What follows belongs to an exercise in optimizing a design on an open flow for small area and a short achievable clock period; a production flow would make more cautious choices.
Function was checked by simulation only, so behaviour that the tests miss may differ from the original.
Power and IR drop assume default switching activity.

==> run E: inputs <==
==> flow/design.v <==
package message_extractor_pkg;
    typedef logic [63:0]  beat_t;        
    typedef logic [2:0]   empty_t;       
    typedef logic [255:0] msg_data_t;
    typedef logic [31:0]  byte_mask_t;   
    typedef logic [15:0]  msg_len_t;     
    typedef enum logic [1:0] {
        BYTE_SKIP = 2'd0,                
        BYTE_CUR  = 2'd1,                
        BYTE_NEXT = 2'd2                 
    } byte_class_e;
    typedef logic [15:0] beat_class_t;
endpackage
`timescale 1ns/1ps
module message_extractor (
    input  logic                              clk,
    input  logic                              reset_n,
    input  logic                              in_valid,
    input  logic                              in_startofpacket,
    input  logic                              in_endofpacket,
    input  message_extractor_pkg::beat_t      in_data,
    input  message_extractor_pkg::empty_t     in_empty,
    output logic                              out_valid,
    output message_extractor_pkg::msg_data_t  out_data,
    output message_extractor_pkg::byte_mask_t out_bytemask
);
    logic        pkt_active;         
    logic [15:0] cnt;                
    logic [5:0]  pay;                
    logic        pend;               
    logic        hdr_fresh;          
    logic [2:0]  lp;
    logic [5:0]  len_q;              
    logic [63:0]  raw1;              
    logic [55:0]  raw2;              
    logic [127:0] acc;               
    logic        accept;
    logic        first_beat;
    assign first_beat = !pkt_active;
    assign accept     = in_valid && (in_startofpacket == first_beat);
    logic [5:0]  len_eff;
    logic [2:0]  d_eff;
    logic [5:0]  p_eff;              
    logic        more_msgs;
    assign more_msgs = |cnt[15:1];
    assign len_eff   = hdr_fresh ? pay : len_q;
    assign p_eff     = hdr_fresh ? 6'(pay + {3'd0, lp} - 6'd7) : pay;
    assign d_eff     = 3'(-p_eff[2:0]);
    logic        ends;
    logic [2:0]  e;
    logic [7:0]  end_ok;
    logic        msg_done;
    assign ends = (p_eff != '0) && (p_eff <= 6'd8);
    assign e    = 3'(p_eff - 6'd1);
    always_comb begin
        for (int k = 0; k < 8; k++) begin
            end_ok[k] = (4'(k) + {1'b0, e}) <= 4'd7;
        end
    end
    assign msg_done = in_valid && !in_startofpacket && pkt_active && ends &&
                      (!in_endofpacket || end_ok[in_empty]);
    logic [15:0] n_cnt;
    logic [5:0]  n_pay;
    logic        n_pend;
    logic        n_hdr;
    logic [2:0]  n_lp;
    always_comb begin
        n_cnt  = cnt;
        n_pay  = '0;
        n_pend = 1'b0;
        n_hdr  = 1'b0;
        n_lp   = lp;
        if (p_eff > 6'd8) begin
            n_pay = p_eff - 6'd8;
        end else if (pend) begin
            n_hdr = 1'b1;
            n_lp  = 3'd0;
            n_cnt = cnt - 16'd1;
        end else if (more_msgs) begin
            if (p_eff <= 6'd6) begin
                n_hdr = 1'b1;
                n_lp  = 3'(p_eff + 6'd1);
                n_cnt = cnt - 16'd1;
            end else if (p_eff == 6'd7) begin
                n_pend = 1'b1;
            end
        end
    end
    always_ff @(posedge clk) begin
        if (!reset_n) begin
            pkt_active <= 1'b0;
        end else if (accept) begin
            pkt_active <= !in_endofpacket;
        end
    end
    always_ff @(posedge clk) begin
        if (accept) begin
            len_q <= len_eff;
            if (first_beat) begin
                cnt       <= in_data[63:48];
                pay       <= (|in_data[63:48]) ? in_data[37:32] : 6'd0;
                pend      <= 1'b0;
                hdr_fresh <= |in_data[63:48];
                lp        <= 3'd3;
            end else begin
                cnt       <= n_cnt;
                pay       <= n_hdr ? 6'(in_data[8*(7-n_lp) +: 8]) : n_pay;
                pend      <= n_pend;
                hdr_fresh <= n_hdr;
                lp        <= n_lp;
            end
        end
    end
    logic [63:0] v_prev;
    logic [63:0] v_cur;
    assign v_prev = 64'({raw2, raw1} >> {d_eff, 3'b000});
    assign v_cur  = 64'({raw1[55:0], in_data} >> {d_eff, 3'b000});
    always_ff @(posedge clk) begin
        if (accept) begin
            raw1 <= in_data;
            raw2 <= raw1[55:0];
            acc  <= {acc[63:0], v_prev};
        end
    end
    logic [31:0]  mask;
    logic [255:0] data_mask;
    always_comb begin
        for (int k = 0; k < 32; k++) begin
            mask[k]              = (k < 8) || (6'(k) < len_eff);
            data_mask[8*k +: 8]  = {8{mask[k]}};
        end
    end
    always_ff @(posedge clk) begin
        if (!reset_n) begin
            out_valid    <= 1'b0;
            out_data     <= '0;
            out_bytemask <= '0;
        end else begin
            out_valid <= msg_done;
            if (msg_done) begin
                out_data     <= {acc, v_prev, v_cur} & data_mask;
                out_bytemask <= mask;
            end
        end
    end
endmodule
==> flow/flow/run.sh <==
#!/bin/bash
# Standard ORFS layout, with a setup margin for repair_timing (pushes paths well
# below the 18 ns clock) and minimum-size port buffers.
set -euo pipefail
bash standard.sh "SETUP_SLACK_MARGIN=13" "BUFFER_PORTS_ARGS=-buffer_cell sky130_fd_sc_hd__buf_1" "CTS_ARGS=-sink_clustering_enable -repair_clock_nets -sink_clustering_size 24 -sink_clustering_max_diameter 120 -dont_use_dummy_load -buf_list {sky130_fd_sc_hd__clkbuf_8 sky130_fd_sc_hd__clkbuf_16}" finish > make_flow.log 2>&1
==> flow/standard.sh <==
#!/bin/bash
# synth_recipe.tcl (not shown) runs the flow's synth.tcl, then flattens the netlist and writes it again
# the make line also repeats each setting of config.mk as NAME=value (left out here)
make -C /OpenROAD-flow-scripts/flow DESIGN_CONFIG=/design/flow/config.mk WORK_HOME=/design/flow/orfs CLKGATE_MAP_FILE= SYNTH_SCRIPT=/design/flow/synth_recipe.tcl "${@:-finish}"
==> flow/config.mk <==
export PLATFORM = sky130hd
export DESIGN_NAME = message_extractor
export DESIGN_NICKNAME = message_extractor
export VERILOG_FILES = /design/flow/design.v
export SDC_FILE = /design/flow/constraint.sdc
export NUM_CORES = 4
export LEC_CHECK = 0
export CAP_MARGIN = 20
export CORE_MARGIN = 2
export CORE_UTILIZATION = 30
export SLEW_MARGIN = 20
==> flow/constraint.sdc <==
create_clock -name core_clock -period 18.0 [get_ports {clk}]
set_input_delay 3.6000 -clock core_clock [delete_from_list [all_inputs] [get_ports {clk}]]
set_output_delay 3.6000 -clock core_clock [all_outputs]
set_load 0.01 [all_outputs]
==> inputs of run X, as changes to run E <==
--- a/flow/design.v
+++ b/flow/design.v
@@ -13,2 +13,23 @@
 endpackage
+`timescale 1ns/1ps
+module frame_parser (
+    input  logic       reset_n,
+    input  logic       in_valid,
+    input  logic       in_startofpacket,
+    input  logic       in_endofpacket,
+    input  logic [2:0] in_empty,
+    input  logic       pkt_active,       
+    input  logic       ends,             
+    input  logic [7:0] end_ok,           
+    output logic       accept,           
+    output logic       ld,               
+    output logic       hold              
+);
+    logic msg_done;
+    assign accept   = in_valid && (in_startofpacket != pkt_active);
+    assign msg_done = in_valid && !in_startofpacket && pkt_active && ends &&
+                      (!in_endofpacket || end_ok[in_empty]);
+    assign ld       = reset_n && msg_done;
+    assign hold     = reset_n && !msg_done;
+endmodule
 `timescale 1ns/1ps
@@ -38,4 +59,5 @@
     logic        first_beat;
+    logic        ld;                 
+    logic        hold;               
     assign first_beat = !pkt_active;
-    assign accept     = in_valid && (in_startofpacket == first_beat);
     logic [5:0]  len_eff;
@@ -51,3 +73,2 @@
     logic [7:0]  end_ok;
-    logic        msg_done;
     assign ends = (p_eff != '0) && (p_eff <= 6'd8);
@@ -59,4 +80,15 @@
     end
-    assign msg_done = in_valid && !in_startofpacket && pkt_active && ends &&
-                      (!in_endofpacket || end_ok[in_empty]);
+    frame_parser i_frame_parser (
+        .reset_n          (reset_n),
+        .in_valid         (in_valid),
+        .in_startofpacket (in_startofpacket),
+        .in_endofpacket   (in_endofpacket),
+        .in_empty         (in_empty),
+        .pkt_active       (pkt_active),
+        .ends             (ends),
+        .end_ok           (end_ok),
+        .accept           (accept),
+        .ld               (ld),
+        .hold             (hold)
+    );
     logic [15:0] n_cnt;
@@ -132,14 +164,10 @@
     end
+    logic [255:0] ld_mask;
+    logic [31:0]  ld_bmask;
+    assign ld_mask  = data_mask & {256{ld}};
+    assign ld_bmask = mask & {32{ld}};
     always_ff @(posedge clk) begin
-        if (!reset_n) begin
-            out_valid    <= 1'b0;
-            out_data     <= '0;
-            out_bytemask <= '0;
-        end else begin
-            out_valid <= msg_done;
-            if (msg_done) begin
-                out_data     <= {acc, v_prev, v_cur} & data_mask;
-                out_bytemask <= mask;
-            end
-        end
+        out_valid    <= ld;
+        out_data     <= ({acc, v_prev, v_cur} & ld_mask) | (out_data & {256{hold}});
+        out_bytemask <= ld_bmask | (out_bytemask & {32{hold}});
     end
==> flow/flow/run.sh (replaced) <==
#!/bin/bash
# Standard ORFS layout, with a setup margin for repair_timing (pushes paths well
# below the 18 ns clock), buf_2 port buffers and a sparser clock tree.
set -euo pipefail
bash standard.sh "SETUP_SLACK_MARGIN=13.2" "BUFFER_PORTS_ARGS=-buffer_cell sky130_fd_sc_hd__buf_2" "CTS_ARGS=-sink_clustering_enable -repair_clock_nets -sink_clustering_size 24 -sink_clustering_max_diameter 120 -dont_use_dummy_load -buf_list {sky130_fd_sc_hd__clkbuf_8 sky130_fd_sc_hd__clkbuf_16}" finish > make_flow.log 2>&1
--- a/flow/config.mk
+++ b/flow/config.mk
@@ -11 +11,3 @@
 export SLEW_MARGIN = 20
+export SYNTH_HIERARCHICAL = 1
+export SYNTH_MINIMUM_KEEP_SIZE = 0
==> metrics.yaml <==
setup_path:
  r2r_slack_ps: 13160
  crit_end: "acc[56]"
grt:
  grt_use_met2: 0.3235
hold_path:
  min_to: "acc[76]"
final_layout:
  fill_cells: 8109
  nClkBuffers: 28
  drive_above_1_share: 0.1018
  multi_input_cells: 1349
  mostFrequentLayoutCell: "mux2i_1"
pwr:
  power_leakage_nw: 10.26
  p_int_mw: 1.978
  ir_drop_v: 0.00005666
logic_synthesis:
  synth_fa_ha_area_frac: 0.006332
  synth_cells: 2077
outcome:
  status: "finished clean"
detailed_routing:
  routed_wl_um: 90450
That was run E.
==> metrics.yaml <==
logic_synthesis:
  synth_cells: 2130
  synth_fa_ha_area_frac: 0.007025
final_layout:
  drive_above_1_share: 0.2665
  multi_input_cells: 1407
  nClkBuffers: 30
  fill_cells: 7732
  mostFrequentLayoutCell: "nand2_1"
outcome:
  status: "finished clean"
pwr:
  ir_drop_v: 0.00006225
  p_int_mw: 2.027
  power_leakage_nw: 13.67
setup_path:
  crit_end: "out_data[41]"
  r2r_slack_ps: 13190
detailed_routing:
  routed.top_layer: "met4"
grt:
  grt_use_met2: 0.3502
That was run X.

afterwards: timing with drivers on the ports:
In the flow no input, the clock included, has a driving cell. The finished layouts below were timed again as built, in two steps.
Step 1 sets driving cells, clkbuf_16 on the clock port and buf_2 on the other inputs (assumed; they add their load-dependent delay and slew).
Step 2 times the ports against the registers' clock, not the clock port: input delays grow and output delays shrink by t, the midpoint of the rising clock arrivals with the driver on.
Slacks: ideal / step 1 / step 2; pairs: ideal / step 1.
run	shift t [ns]	setup WS [ns]	worst hold slack (ns)	worst setup path after step 2
run E	0.658	12.963 / 12.946 / 12.288	0.426 / 0.426 / 0.426	input to register
run X	0.670	12.953 / 12.969 / 12.299	0.428 / 0.428 / 0.428	input to register
After both steps setup and hold are still met in every run listed. The setup slack of run E, which loses most, moves by -0.017 ns with the drivers and by -0.675 ns with both steps.
